This is an optimization exercise on Yosys and OpenROAD, whose aim is small area, a short achievable clock period and few clock cycles per item, not a production implementation.
In this exercise RTL edits were held to simulation tests only and were not proved equivalent to the original.
Power and IR drop assume default switching activity.

**design.v**
```verilog
package rscu_pkg;
  localparam int MAX_POP  = 64;
  localparam int SLOT_W   = 6;
  localparam int GENOME_W = 36;
  localparam int FIT_W    = 17;
  localparam int DRAW_W   = 16;
  localparam int TOTAL_W  = 23;
endpackage
module roulette_select_crossover_unit (
  input  logic        clk,
  input  logic        rst_n,
  input  logic        cfg_we,
  input  logic [0:0]  cfg_index,
  input  logic [16:0] cfg_wdata,
  input  logic        in_valid,
  output logic        in_stall,
  input  logic        in_cmd,
  input  logic [5:0]  in_slot,
  input  logic [35:0] in_genome,
  input  logic [16:0] in_fitness_value,
  input  logic [15:0] in_draw_first,
  input  logic [15:0] in_draw_second,
  input  logic [15:0] in_draw_cross,
  input  logic [15:0] in_draw_point,
  output logic        out_valid,
  input  logic        out_stall,
  output logic [35:0] out_child_first,
  output logic [35:0] out_child_second,
  output logic [5:0]  out_parent_first,
  output logic [5:0]  out_parent_second
);
  logic [5:0]  last_r;    
  logic [16:0] rate_r;
  always_ff @(posedge clk) begin
    if (!rst_n) begin
      last_r <= 6'd31;
      rate_r <= 17'd45875;
    end else if (cfg_we) begin
      if (cfg_index == 1'b0) begin
        if (cfg_wdata[6:0] == 7'd0)      last_r <= 6'd0;
        else if (cfg_wdata[6] )          last_r <= 6'd63;
        else                             last_r <= cfg_wdata[5:0] - 6'd1;
      end else begin
        rate_r <= cfg_wdata[16:0];
      end
    end
  end
  logic frz;    
  logic adv;
  assign adv = !frz;
  logic        q0_v, q1_v, q0_c, q1_c, phase_r;
  logic [63:0] q0_p, q1_p;
  logic [63:0] in_p;
  logic        pop1, pop2, acc;
  assign in_p = in_cmd ? {in_draw_first, in_draw_second, in_draw_cross, in_draw_point}
                       : {5'd0, in_slot, in_genome, in_fitness_value};
  assign pop1     = adv & q0_v & (!q0_c | phase_r);
  assign pop2     = pop1 & q0_c & q1_v & !q1_c;
  assign in_stall = q1_v & !pop1;
  assign acc      = in_valid & !in_stall;
  always_ff @(posedge clk) begin
    if (!rst_n) begin
      q0_v    <= 1'b0;
      q1_v    <= 1'b0;
      phase_r <= 1'b0;
    end else begin
      if (pop2) begin
        q0_v <= acc;
        q1_v <= 1'b0;
      end else if (pop1) begin
        q0_v <= q1_v | acc;
        q1_v <= q1_v & acc;
      end else if (q0_v) begin
        q1_v <= q1_v | acc;
      end else begin
        q0_v <= acc;
      end
      if (adv & q0_v & q0_c) phase_r <= !phase_r;
    end
  end
  always_ff @(posedge clk) begin
    if (pop2 || (pop1 && !q1_v) || !q0_v) begin
      q0_c <= in_cmd;
      q0_p <= in_p;
    end else if (pop1) begin
      q0_c <= q1_c;
      q0_p <= q1_p;
    end
    if ((pop1 && !pop2 && q1_v) || (!pop1 && q0_v && !q1_v)) begin
      q1_c <= in_cmd;
      q1_p <= in_p;
    end
  end
  logic        is_wv, is_bv;
  logic [58:0] is_w;
  logic [15:0] is_draw;
  logic        is_cross;
  logic [5:0]  is_point;
  logic [21:0] pt_prod;
  assign is_wv    = q0_v & (!q0_c | (phase_r & q1_v & !q1_c));
  assign is_w     = q0_c ? q1_p[58:0] : q0_p[58:0];
  assign is_bv    = q0_v & q0_c;
  assign is_draw  = phase_r ? q0_p[47:32] : q0_p[63:48];
  assign is_cross = ({1'b0, q0_p[31:16]} < rate_r);
  assign pt_prod  = {1'b0, q0_p[15:0], 5'd0} + {4'd0, q0_p[15:0], 2'd0};
  assign is_point = pt_prod[21:16];
  logic [16:0] fit_mem [64];
  logic [35:0] gen_mem [64];
  logic [63:0] vf_r, vg_r;
  logic [22:0] tot_r;
  logic [22:0] gp_r [7];
  logic        u1_wv, u1_bv, u1_sec, u1_cross;
  logic [5:0]  u1_slot, u1_point;
  logic [35:0] u1_gen;
  logic [16:0] u1_fit;
  logic [15:0] u1_draw;
  always_ff @(posedge clk) begin
    if (!rst_n) begin
      u1_wv <= 1'b0;
      u1_bv <= 1'b0;
    end else if (adv) begin
      u1_wv <= is_wv;
      u1_bv <= is_bv;
    end
  end
  always_ff @(posedge clk) begin
    if (adv) begin
      u1_slot  <= is_w[58:53];
      u1_gen   <= is_w[52:17];
      u1_fit   <= {is_w[16], is_w[16] ? 16'd0 : is_w[15:0]};
      u1_sec   <= phase_r;
      u1_draw  <= is_draw;
      u1_cross <= is_cross;
      u1_point <= is_point;
    end
  end
  logic        u2_wv, u3_wv, u4_wv;
  logic [5:0]  u2_slot, u3_slot, u4_slot;
  logic [16:0] u2_fit, u3_fit, u4_fit;
  logic [16:0] old_fit;
  always_comb begin
    if (u2_wv && u2_slot == u1_slot)      old_fit = u2_fit;
    else if (u3_wv && u3_slot == u1_slot) old_fit = u3_fit;
    else if (u4_wv && u4_slot == u1_slot) old_fit = u4_fit;
    else if (vf_r[u1_slot])               old_fit = fit_mem[u1_slot];
    else                                  old_fit = 17'd0;
  end
  logic [17:0] u1_delta;
  assign u1_delta = {1'b0, u1_fit} - {1'b0, old_fit};
  logic        u2_bv, u2_sec, u2_cross;
  logic [5:0]  u2_point;
  logic [35:0] u2_gen;
  logic [17:0] u2_delta;
  logic [15:0] u2_draw;
  always_ff @(posedge clk) begin
    if (!rst_n) begin
      u2_wv <= 1'b0;
      u2_bv <= 1'b0;
    end else if (adv) begin
      u2_wv <= u1_wv;
      u2_bv <= u1_bv;
    end
  end
  always_ff @(posedge clk) begin
    if (adv) begin
      u2_slot  <= u1_slot;
      u2_gen   <= u1_gen;
      u2_fit   <= u1_fit;
      u2_delta <= u1_delta;
      u2_sec   <= u1_sec;
      u2_draw  <= u1_draw;
      u2_cross <= u1_cross;
      u2_point <= u1_point;
    end
  end
  always_ff @(posedge clk) begin
    if (!rst_n) begin
      tot_r <= 23'd0;
    end else if (adv && u2_wv) begin
      tot_r <= tot_r + {{5{u2_delta[17]}}, u2_delta};
    end
  end
  logic [38:0] sl_prod;
  assign sl_prod = u2_draw * tot_r;
  logic        u3_bv, u3_sec, u3_cross;
  logic [5:0]  u3_point;
  logic [35:0] u3_gen;
  logic [17:0] u3_delta;
  logic [22:0] u3_slice;
  always_ff @(posedge clk) begin
    if (!rst_n) begin
      u3_wv <= 1'b0;
      u3_bv <= 1'b0;
    end else if (adv) begin
      u3_wv <= u2_wv;
      u3_bv <= u2_bv;
    end
  end
  always_ff @(posedge clk) begin
    if (adv) begin
      u3_slot  <= u2_slot;
      u3_gen   <= u2_gen;
      u3_fit   <= u2_fit;
      u3_delta <= u2_delta;
      u3_sec   <= u2_sec;
      u3_slice <= sl_prod[38:16];
      u3_cross <= u2_cross;
      u3_point <= u2_point;
    end
  end
  always_ff @(posedge clk) begin
    if (!rst_n) begin
      for (int h = 0; h < 7; h++) gp_r[h] <= 23'd0;
    end else if (adv && u3_wv) begin
      for (int h = 0; h < 7; h++)
        if (3'(h) >= u3_slot[5:3]) gp_r[h] <= gp_r[h] + {{5{u3_delta[17]}}, u3_delta};
    end
  end
  logic [7:0]  ge;
  logic [7:0]  goh;
  logic [22:0] gbase;
  always_comb begin
    for (int h = 0; h < 7; h++) ge[h] = (gp_r[h] >= u3_slice);
    ge[7] = 1'b1;
    goh[0] = ge[0];
    for (int h = 1; h < 8; h++) goh[h] = ge[h] & !ge[h-1];
    gbase = 23'd0;
    for (int h = 1; h < 8; h++) if (goh[h]) gbase = gbase | gp_r[h-1];
  end
  logic        u4_bv, u4_sec, u4_cross;
  logic [5:0]  u4_point;
  logic [35:0] u4_gen;
  logic [7:0]  u4_goh;
  logic [22:0] u4_slice, u4_base;
  always_ff @(posedge clk) begin
    if (!rst_n) begin
      u4_wv <= 1'b0;
      u4_bv <= 1'b0;
    end else if (adv) begin
      u4_wv <= u3_wv;
      u4_bv <= u3_bv;
    end
  end
  always_ff @(posedge clk) begin
    if (adv) begin
      u4_slot  <= u3_slot;
      u4_gen   <= u3_gen;
      u4_fit   <= u3_fit;
      u4_sec   <= u3_sec;
      u4_goh   <= goh;
      u4_slice <= u3_slice;
      u4_base  <= gbase;
      u4_cross <= u3_cross;
      u4_point <= u3_point;
    end
  end
  always_ff @(posedge clk) begin
    if (adv && u4_wv) fit_mem[u4_slot] <= u4_fit;
  end
  always_ff @(posedge clk) begin
    if (!rst_n) vf_r <= 64'd0;
    else if (adv && u4_wv) vf_r[u4_slot] <= 1'b1;
  end
  logic [16:0] gf [8];
  always_comb begin
    for (int k = 0; k < 8; k++) begin
      gf[k] = 17'd0;
      for (int h = 0; h < 8; h++)
        if (u4_goh[h] && vf_r[8*h+k]) gf[k] = gf[k] | fit_mem[8*h+k];
    end
  end
  logic [2:0] u4_g;
  always_comb begin
    u4_g = 3'd0;
    for (int h = 0; h < 8; h++) if (u4_goh[h]) u4_g = u4_g | 3'(h);
  end
  logic [19:0] rem4;
  logic [22:0] rem4_full;
  assign rem4_full = u4_slice - u4_base;
  assign rem4 = rem4_full[19:0];
  logic [17:0] s01, s23, s45, s67;
  logic [18:0] s012, s0123, s456;
  assign s01   = {1'b0, gf[0]} + {1'b0, gf[1]};
  assign s23   = {1'b0, gf[2]} + {1'b0, gf[3]};
  assign s45   = {1'b0, gf[4]} + {1'b0, gf[5]};
  assign s67   = {1'b0, gf[6]} + {1'b0, gf[7]};
  assign s012  = {1'b0, s01} + {2'b0, gf[2]};
  assign s0123 = {1'b0, s01} + {1'b0, s23};
  assign s456  = {1'b0, s45} + {2'b0, gf[6]};
  logic        u5_wv, u5_bv, u5_sec, u5_cross;
  logic [5:0]  u5_slot, u5_point;
  logic [35:0] u5_gen;
  logic [2:0]  u5_g;
  logic [19:0] u5_rem;
  logic [16:0] u5_l0, u5_f4;
  logic [17:0] u5_l1, u5_s45;
  logic [18:0] u5_l2, u5_l3, u5_s456;
  always_ff @(posedge clk) begin
    if (!rst_n) begin
      u5_wv <= 1'b0;
      u5_bv <= 1'b0;
    end else if (adv) begin
      u5_wv <= u4_wv;
      u5_bv <= u4_bv;
    end
  end
  always_ff @(posedge clk) begin
    if (adv) begin
      u5_slot  <= u4_slot;
      u5_gen   <= u4_gen;
      u5_sec   <= u4_sec;
      u5_g     <= u4_g;
      u5_rem   <= rem4;
      u5_l0    <= gf[0];
      u5_l1    <= s01;
      u5_l2    <= s012;
      u5_l3    <= s0123;
      u5_f4    <= gf[4];
      u5_s45   <= s45;
      u5_s456  <= s456;
      u5_cross <= u4_cross;
      u5_point <= u4_point;
    end
  end
  logic [19:0] l4, l5, l6;
  assign l4 = {1'b0, u5_l3} + {3'b0, u5_f4};
  assign l5 = {1'b0, u5_l3} + {2'b0, u5_s45};
  assign l6 = {1'b0, u5_l3} + {1'b0, u5_s456};
  logic [6:0] hit;
  assign hit[0] = ({3'b0, u5_l0} >= u5_rem);
  assign hit[1] = ({2'b0, u5_l1} >= u5_rem);
  assign hit[2] = ({1'b0, u5_l2} >= u5_rem);
  assign hit[3] = ({1'b0, u5_l3} >= u5_rem);
  assign hit[4] = (l4 >= u5_rem);
  assign hit[5] = (l5 >= u5_rem);
  assign hit[6] = (l6 >= u5_rem);
  logic [2:0] jsel;
  always_comb begin
    jsel = 3'd7;
    for (int j = 6; j >= 0; j--) if (hit[j]) jsel = 3'(j);
  end
  logic [5:0] pick, parent;
  assign pick   = {u5_g, jsel};
  assign parent = (pick > last_r) ? last_r : pick;
  logic        u6_wv, u6_bv, u6_sec, u6_cross;
  logic [5:0]  u6_slot, u6_point, u6_par;
  logic [35:0] u6_gen;
  always_ff @(posedge clk) begin
    if (!rst_n) begin
      u6_wv <= 1'b0;
      u6_bv <= 1'b0;
    end else if (adv) begin
      u6_wv <= u5_wv;
      u6_bv <= u5_bv;
    end
  end
  always_ff @(posedge clk) begin
    if (adv) begin
      u6_slot  <= u5_slot;
      u6_gen   <= u5_gen;
      u6_sec   <= u5_sec;
      u6_par   <= parent;
      u6_cross <= u5_cross;
      u6_point <= u5_point;
    end
  end
  always_ff @(posedge clk) begin
    if (adv && u6_wv) gen_mem[u6_slot] <= u6_gen;
  end
  always_ff @(posedge clk) begin
    if (!rst_n) vg_r <= 64'd0;
    else if (adv && u6_wv) vg_r[u6_slot] <= 1'b1;
  end
  logic [35:0] gsel;
  assign gsel = vg_r[u6_par] ? gen_mem[u6_par] : 36'd0;
  logic [35:0] ga_r;
  logic [5:0]  pa_r;
  always_ff @(posedge clk) begin
    if (adv && u6_bv && !u6_sec) begin
      ga_r <= gsel;
      pa_r <= u6_par;
    end
  end
  logic [35:0] tail;
  logic [35:0] cf, cs;
  assign tail = 36'hF_FFFF_FFFF >> u6_point;
  always_comb begin
    if (u6_cross) begin
      cf = (ga_r & ~tail) | (gsel & tail);
      cs = (gsel & ~tail) | (ga_r & tail);
    end else begin
      cf = ga_r;
      cs = gsel;
    end
  end
  logic zd_r;
  always_ff @(posedge clk) begin
    if (!rst_n) zd_r <= 1'b0;
    else if (adv) zd_r <= u6_wv;
  end
  logic        item_v;
  logic [83:0] item_d;
  assign item_v = zd_r | (u6_bv & u6_sec);
  assign item_d = zd_r ? 84'd0 : {cf, cs, pa_r, u6_par};
  logic        o_v, r_v, o_free;
  logic [83:0] o_d, r_d;
  assign frz    = r_v;
  assign o_free = !o_v | !out_stall;
  always_ff @(posedge clk) begin
    if (!rst_n) begin
      o_v <= 1'b0;
      r_v <= 1'b0;
    end else if (r_v) begin
      if (o_free) begin
        o_v <= 1'b1;
        r_v <= 1'b0;
      end
    end else if (o_free) begin
      o_v <= item_v;
    end else if (item_v) begin
      r_v <= 1'b1;
    end
  end
  always_ff @(posedge clk) begin
    if (o_free) o_d <= r_v ? r_d : item_d;
    if (!r_v && !o_free) r_d <= item_d;
  end
  assign out_valid         = o_v;
  assign out_child_first   = o_d[83:48];
  assign out_child_second  = o_d[47:12];
  assign out_parent_first  = o_d[11:6];
  assign out_parent_second = o_d[5:0];
endmodule
```
**run.sh**
```bash
#!/bin/bash
# synth_recipe.tcl (not shown) runs the flow's synth.tcl, then flattens the netlist and writes it again
# the make line also repeats each setting of config.mk as NAME=value (left out here)
make -C /OpenROAD-flow-scripts/flow DESIGN_CONFIG=/design/flow/config.mk WORK_HOME=/design/flow/orfs CLKGATE_MAP_FILE= SYNTH_SCRIPT=/design/flow/synth_recipe.tcl finish
```
**config.mk**
```make
export PLATFORM = sky130hd
export DESIGN_NAME = roulette_select_crossover_unit
export DESIGN_NICKNAME = roulette_select_crossover_unit
export VERILOG_FILES = /design/flow/design.v
export SDC_FILE = /design/flow/constraint.sdc
export NUM_CORES = 4
export LEC_CHECK = 0
export CAP_MARGIN = 20
export CORE_MARGIN = 2
export CORE_UTILIZATION = 40
export SLEW_MARGIN = 20
```
**constraint.sdc**
```tcl
create_clock -name core_clock -period 10.0 [get_ports {clk}]
set_input_delay 2.0000 -clock core_clock [delete_from_list [all_inputs] [get_ports {clk}]]
set_output_delay 2.0000 -clock core_clock [all_outputs]
set_load 0.01 [all_outputs]
```
==> results by group <==
Logic synthesis
  • Ys async rst share: 0%
  • Ys flop type: edfxtp_1
  • Number of synthesized register bits: 4760
  • Post-synthesis sequential area ratio: between 60 and 70%
  • Yosys cell types: 77
  • Ys Warns: 3
  • Post-Syn Instances: about 14000
  • Post-synth EDFFs: between 4000 and 5000
  • Syn_nets: between 10000 and 15000
  • Syn Std Cell Area: 219000 sq um
  • Avg Synthesized Cell Area: 16.0 sq um

GRT
  • First-pass GRT wire length: 984000 microns
  • Vias in the first global route: 127000
  • Total Routing Usage GR: 25.2%
  • Overflow after GRT: 0
  • Largest net degree at the start of global routing: about 130
  • Initial antenna violation count: 35

Power
  • Logic gate share of total power: between 20% and 30%
  • Int Power: roughly 41 mW
  • Clock power share: 32.7%
  • Static Leak: around 86 nW
  • Maximum vdd ir drop: 0.230 mV
  • Net Sw Frac: 30.4%
  • PD cells: 236 nW/um^2
  • Switching power: 17.8 mW
  • Sequential share of power: 43.1%

STA
  • Fin crit period: 7.91 ns
  • Clock skew: roughly 0.057 ns
  • Relative slew slack: between 15 and 20%
  • Final hold vios: 0
  • RSZ-0062 raised after global routing: no
  • Setup TNS: 0 ns
  • Slew Viols, Final: 0
  • Final critical-path setup slack: 2.09 ns
  • Final period util: 79.1%
  • Fin Hold WS: 0.399 ns
  • Endpoints failing setup: 0
  • Tightest Pin Transition: 1.25 ns
  • Peak Freq: 126 MHz

Place
  • GP Congestion: ~0.96
  • Placement Setup Slack: 2.02 ns
  • Port Buf Inserts: 232
  • Placed wire-length estimate: 449000 microns

Setup path
  • Startpoint types: flop
  • Worst-path fanout max: 23
  • Crit Path Category: reg2reg
  • Arrival @ worst endpoint: slightly below 9 ns
  • Worst EP required: around 11 ns
  • Critical path endpoint category: flop

Clock tree
  • CTS tree: built
  • Clock H-tree levels: 6
  • Inserted Clock Buffers: 525
  • Setup bufs post-CTS: 0
  • Clock tree buffer depth: 4
  • Hold_buf cts: 0
  • Root Buffer: clkbuf_16
  • CTS resizes: 0
  • Worst-path clk slew: 0.06 ns
  • Worst skew pair latency: 1.09 ns
  • Total clock sinks: 4760

Final layout
  • Final #Nets: between 15000 and 20000
  • FILL cells: 46800
  • Register area: between 100000 and 150000 sq um
  • Layout cells sized above 1: 18.2%
  • Final core occ: 45.6%
  • Area Overhead vs Synth: 13.5%
  • Multi-input gate area: 75500 sq um

Route
  • DRT iter0 DRCs: 17200
  • Antenna Nets Post-Route: 0
  • DR pass1 iterations: 9
  • Routed length per placed instance: 32.5 microns
  • Detailed-route via count: 131000
  • Vias per inst: 5.99
  • WL final: 708000 microns
  • Remaining DRCs: 0

Floorplan
  • Area of the die: 553000 sq um
  • Row count: about 270
  • DIE WIDTH: 744 microns
  • Die H: 744 microns
  • I/O pins: 233
  • Core area: 545000 sq um
  • Initial core utilization: 40.2%

Worst hold path
  • Worst hold path type: reg2reg

Run status
  • Outcome: no timing/DRC/antenna violations

Run
  • Max capacitance violation total: 0
## metal layers
metal,vias up,wire [microns],track usage [%]
met4,2,40400,12.1
met2,7126,324000,39.4
met1,67500,271000,33.2
met3,1579,72600,6.03
met5,-,7,0
li1,54400,-,-
## Yosys cell counts, drive strengths merged, types with 67 or more instances
master,count,share of area [%]
dfxtp,365,3.3
o31ai,94,0.32
o21a,79,0.27
nor2b,115,0.33
a22oi,443,1.5
nand4,159,0.45
ha,795,4.5
mux4,1154,12
xnor2,232,0.93
mux2,213,1.1
nand3,108,0.25
inv,658,1.1
a21o,176,0.60
nand2,831,1.4
edfxtp,4395,60
xor2,76,0.30
mux2i,119,0.54
o21ai,214,0.49
nor2,852,1.5
and2,223,0.64
a211oi,67,0.23
buf,139,0.29
nor3,119,0.27
clkbuf,514,0.88
a21oi,520,1.2
fa,326,3.0
## worst paths after layout
path / cells after the start / slack (ns) / from / endpoint
min reg2reg: 0 / 0.40 / u5_gen[12]$_DFFE_PN_ / u6_gen[12]$_DFFE_PN_
max: 21 / 2.09 / u2_draw[4]$_DFFE_PN_ / u3_slice[22]$_DFFE_PN_
min: 0 / 0.40 / u5_gen[12]$_DFFE_PN_ / u6_gen[12]$_DFFE_PN_
max reg2reg: 21 / 2.09 / u2_draw[4]$_DFFE_PN_ / u3_slice[22]$_DFFE_PN_
## registers in the layout (all words and copies together) (netlist names), 23 cells and up, named ones only
name and cells:
fit_mem 1088, ga_r 36, gen_mem 2304, gp_r 161, o_d 84, q0_p 64
q1_p 64, r_d 84, tot_r 23, u1_gen 36, u2_gen 36, u3_gen 36
u3_slice 23, u4_gen 36, u5_gen 36, u6_gen 36, vf_r 64, vg_r 64
## cell usage in the layout (no fill, tap or decap), types with 119 or more instances in the layout
master,count
clkdlybuf4s50_1,230
ha_1,795
a21o_1,176
clkbuf_16,536
a21oi_1,516
nand4_1,159
nor3_1,119
a22oi_1,443
mux2_2,213
o21ai_0,209
edfxtp_1,4395
mux4_2,1154
xnor2_1,232
nor2_1,721
and2_1,215
fa_1,326
inv_1,657
dfxtp_1,352
buf_4,319
nand2_1,828
## cells by family after synthesis
family,Yosys count,share of synthesized area [%]
buffers and inverters,1312,2.31
AO/OA/AOI/OAI,1979,6.03
flip-flops,4760,63.7
adder cells (fa/ha/maj),1121,7.53
multiplexers,1486,13.5
XOR/XNOR,308,1.23
AND/OR/NAND/NOR,2695,5.72
## critical path: stages, from the launching register on
cell and delay (ns):
edfxtp_1 0.99, nand2_1 0.18, fa_1 0.57, inv_1 0.05, fa_1 0.48, inv_1 0.06
fa_1 0.49, fa_1 0.50, fa_1 0.49, inv_1 0.05, fa_1 0.47, ha_1 0.35
a21oi_1 0.14, o21ai_0 0.19, a2111oi_0 0.76, o211ai_1 0.15, a21oi_1 0.33, o21ai_0 0.24
o41ai_1 0.57, o2111ai_1 0.27, a21oi_1 0.22, xnor2_1 0.08
## through the flow
step / power [mW] / cell area [sq um] / cells
detailed placement: 40.0 / 231000 / 20800
global placement: 39.9 / 231000 / 20800
finish: 58.6 / 248000 / 21800
floorplan: 34.2 / 219000 / 13700
CTS: 59.0 / 248000 / 21700
global route: 60.7 / 248000 / 21800
## area by class of cell
type / instances / area share [%]
Sequential cell: 4760 / 56.1
Multi-Input combinational cell: 7589 / 30.4
Clock buffer: 659 / 5.64
Tap cell: 7234 / 3.64
Timing Repair Buffer: 572 / 2.08
Clock inverter: 266 / 1.12
Inverter: 659 / 1.00
Antenna cell: 43 / 0.0433
## power by group through the flow
| stage | registers (mW) | clock network [mW] | logic, mW |
|---|---|---|---|
| 5_1_grt | 25.4 | 20.2 | 15.1 |
| 3_3_place_gp | 25.7 | 0 | 14.2 |
| 2_1_floorplan | 25.3 | 0 | 8.90 |
| 3_5_place_dp | 25.7 | 0 | 14.3 |
| 4_1_cts | 25.3 | 19.4 | 14.3 |
| 6_report | 25.3 | 19.2 | 14.2 |
Testbench counts, summed over its fixed seeds: cycles 2,024, items 1,952.

[what the ideal ports hide]
How much do the figures lean on ideal ports? The routed layout below was timed once more, with nothing changed but the port constraints. Step 1 assumes that a clkbuf_16 drives the clock port and a buf_2 every other input. Step 2 adds t to the input delays and takes it off the output delays; t is the mean of the earliest and latest rising clock arrival at the registers after step 1. Input paths then give back, and output paths get back, about the clock's delay inside the block. Slacks: ideal / step 1 / step 2; pairs: ideal / step 1.
t (ns): 1.198
setup slack, ns: 2.095 / 2.095 / 2.095
latest minus earliest clock arrival (ns): 0.058 / 0.058
After both steps this run still meets setup and hold. The setup slack of this run moves by 0.000 ns with the drivers and by 0.000 ns with both steps.
